Background: an optimization exercise with open tools, aiming at small area, a short achievable clock period and few clock cycles. Do not read the settings as production practice.
Only simulation tests tie the RTL to the original design; equivalence was not proved.

==> flow/design.v (excerpt) <==
module rbm_top (
  input  logic                   finish,
  input  logic                   rst_n,
  input  rbm_pkg::feature_beat_t in_beat,
  input  logic                   in_valid,
  output logic                   in_ready,
  output rbm_pkg::rbm_result_t   out_result,
  output logic                   out_valid,
  input  logic                   out_ready
);
Size: roughly 270 flip-flops, about 18,000 um2 of cells after synthesis.
export LEC_CHECK = 0
export CAP_MARGIN = 50
export CORE_MARGIN = 2
export CORE_UTILIZATION = 55
export SLEW_MARGIN = 50
create_clock -name core_clock -period 10.0 [get_ports {finish}]
standard.sh (not shown) runs the stock make flow with config.mk's settings and CLKGATE_MAP_FILE= SYNTH_SCRIPT=/design/flow/synth_recipe.tcl, a recipe that flattens the netlist after the stock synthesis.
==> flow/flow/run.sh <==
#!/bin/bash
# The standard layout with two changes: the port buffers are buf_4 cells,
# and timing repair keeps working until the setup slack reaches
# SETUP_SLACK_MARGIN (the clock period and constraints are unchanged).
set -euo pipefail
bash standard.sh SETUP_SLACK_MARGIN=6.7 "BUFFER_PORTS_ARGS=-buffer_cell sky130_fd_sc_hd__buf_4" finish > standard.log 2>&1
Testbench counts at the start, summed over its fixed seeds: cycles 5,864.
==> next run, changes <==
--- a/flow/config.mk
+++ b/flow/config.mk
@@ -10,2 +10,3 @@
 export CORE_UTILIZATION = 55
+export CTS_BUF_LIST = sky130_fd_sc_hd__clkbuf_4 sky130_fd_sc_hd__clkbuf_8
 export SLEW_MARGIN = 50
The changed run went through all stages and came out clean.
Wire length grows by 0.40%.
Design area is about the same.
Fmax came out lower by 3.1%.
Via count grows by 0.83%.
==> next run, changes <==
==> flow/flow/run.sh (replaced) <==
#!/bin/bash
# The standard layout, with its timing repair aimed below the clock period:
# repair_timing keeps working until the setup slack reaches SETUP_SLACK_MARGIN.
set -euo pipefail
bash standard.sh SETUP_SLACK_MARGIN=6.6 finish > standard.log 2>&1
==> flow/config.mk (replaced) <==
export PLATFORM = sky130hd
export DESIGN_NAME = rbm_top
export DESIGN_NICKNAME = rbm_top
export VERILOG_FILES = /design/flow/design.v
export SDC_FILE = /design/flow/constraint.sdc
export NUM_CORES = 4
export LEC_CHECK = 0
export CAP_MARGIN = 75
export CORE_MARGIN = 2
export CORE_UTILIZATION = 70
export PLACE_DENSITY = 0.8
export SLEW_MARGIN = 75
Effect: The changed run finished with timing, DRC and antenna clean; via count is higher by 4.6%; clock skew is lower by 0.016 ns; die area is lower by about 20%.
==> next run, changes <==
==> flow/flow/run.sh (replaced) <==
#!/bin/bash
# The standard layout with two changes: the port buffers are buf_4 cells,
# and timing repair keeps working until the setup slack reaches
# SETUP_SLACK_MARGIN (the clock period and constraints are unchanged).
set -euo pipefail
bash standard.sh SETUP_SLACK_MARGIN=6.7 "BUFFER_PORTS_ARGS=-buffer_cell sky130_fd_sc_hd__buf_4" finish > standard.log 2>&1
--- a/flow/config.mk
+++ b/flow/config.mk
@@ -7,6 +7,6 @@
 export LEC_CHECK = 0
-export CAP_MARGIN = 75
+export CAP_MARGIN = 50
 export CORE_MARGIN = 2
-export CORE_UTILIZATION = 70
-export PLACE_DENSITY = 0.8
-export SLEW_MARGIN = 75
+export CORE_UTILIZATION = 55
+export CTS_BUF_LIST = sky130_fd_sc_hd__clkbuf_8
+export SLEW_MARGIN = 50
The new run finished clean.
Cell count goes up by 5.0%.
Register-to-register slack is better by 0.02 ns.
Synthesized area stays the same.
Non-clock buffer count is lower by 19.
Routed wire length decreases by 2.9%.
Maximum frequency is higher by 1.4%.

== v49 ==
Starting RTL as in the previous note.
## rbm_top
module rbm_top (
  input  logic                   finish,
  input  logic                   rst_n,
  input  rbm_pkg::feature_beat_t in_beat,
  input  logic                   in_valid,
  output logic                   in_ready,
  output rbm_pkg::rbm_result_t   out_result,
  output logic                   out_valid,
  input  logic                   out_ready
);
export LEC_CHECK = 0
export CAP_MARGIN = 75
export CORE_MARGIN = 2
export CORE_UTILIZATION = 70
export PLACE_DENSITY = 0.8
export SLEW_MARGIN = 75
create_clock -name core_clock -period 10.0 [get_ports {finish}]
==> flow/flow/run.sh <==
#!/bin/bash
# The standard layout with two changes: the port buffers are buf_4 cells,
# and timing repair keeps working until the setup slack reaches
# SETUP_SLACK_MARGIN (the clock period and constraints are unchanged).
set -euo pipefail
bash standard.sh SETUP_SLACK_MARGIN=6.7 "BUFFER_PORTS_ARGS=-buffer_cell sky130_fd_sc_hd__buf_4" finish > standard.log 2>&1
In summary, v49 completed successfully, with a layout that passed the timing, DRC and antenna checks.
Testbench counts of v49, summed over its fixed seeds: cycles 5,864.
> inputs changed (v49 -> v45)
- setting CTS_CLUSTER_SIZE to 24 for the first time
- changing SLEW_MARGIN from 75 to 50
- changing CORE_UTILIZATION from 70 to 55
- setting CTS_CLUSTER_DIAMETER to 80 for the first time
- removing PLACE_DENSITY (formerly 0.8)
- changing CAP_MARGIN from 75 to 50
==> run summary <==
Fmax: v49 and v45 compared, higher one is v49
v45 vs v49: sequential share of layout area up
Y dimension of the die in v45 is about 13% above v49.
v49 vs v45, end of the critical path: out_result[19] vs d0x[5]
Changes observed in v45 relative to v49: global-route track usage on met1 shrank by 6.9 points, required time of the critical path grew by 2.37 ns, total detailed-routing wirelength shrank by 1800 µm.
The inputs of v25 differ from those of v45 as listed below.
- CAP_MARGIN changed from 50 to 75
- SLEW_MARGIN changed from 50 to 75
- CTS_CLUSTER_SIZE removed (was 24)
- CTS_CLUSTER_DIAMETER removed (was 80)
==> flow/flow/run.sh <==
#!/bin/bash
# The standard layout, with its timing repair aimed below the clock period:
# repair_timing keeps working until the setup slack reaches SETUP_SLACK_MARGIN.
set -euo pipefail
bash standard.sh SETUP_SLACK_MARGIN=6.6 finish > standard.log 2>&1
Notes after the runs:
- Higher final cell count goes to v25 over v45.
- Changes observed in v25 relative to v45: sequential share of layout area decreased by 1.5 points relative to the old numbers; count of buffers not belonging to the clock network in the layout increased by 38 relative to the old numbers; finished layout cell area increased by about 7% relative to the old numbers.
- Going from v45 to v25, multi-input gate share of total cell area decreased by 2.8 points relative to the old numbers, smallest setup slack after layout decreased by 0.075 ns relative to the old numbers.
- Number of optimization iterations in the first detailed-route pass: v25 higher than v45
- STATUS routed wire length: v25 loses against v45
- Routed length per instance for v25 is higher than for v45.

## afterwards: timing with drivers on the ports
Ports are ideal in the flow. The routed layouts listed here were re-timed in OpenROAD.
Step 1: set_driving_cell puts a clkbuf_16 on finish and a buf_2 on each other input, an assumption about the parent block.
Step 2 times the ports against the registers' clock, not the clock port: input delays grow and output delays shrink by t, the midpoint of the rising clock arrivals with the driver on.
Slacks: no drivers / after step 1 / after step 2; pairs: no drivers / after step 1.
run	t, ns	setup slack, ns	hold slack, ns	worst setup path at the end	worst data-port slew with drivers (ns)
the first run of note 1	0.566	6.765 / 6.748 / 6.536	0.412 / 0.412 / 0.412	input to register	0.04
the second run of note 1	0.635	6.663 / 6.615 / 6.538	0.410 / 0.410 / 0.410	input to register	0.04
the third run of note 1	0.573	6.615 / 6.565 / 6.357	0.412 / 0.412 / 0.412	input to register	0.04
the fourth run of note 1	0.635	6.663 / 6.614 / 6.535	0.411 / 0.411 / 0.411	input to register	0.04
v49	0.611	6.751 / 6.699 / 6.509	0.403 / 0.403 / 0.403	input to register	0.04
v45	0.577	6.685 / 6.685 / 6.538	0.407 / 0.407 / 0.407	input to register	0.04
v25	0.567	6.610 / 6.556 / 6.528	0.405 / 0.405 / 0.405	input to register	0.03
After both steps setup and hold are still met in every run listed. For the third run of note 1, which loses most, drivers alone change the setup slack by -0.050 ns; drivers and shift together by -0.258 ns.
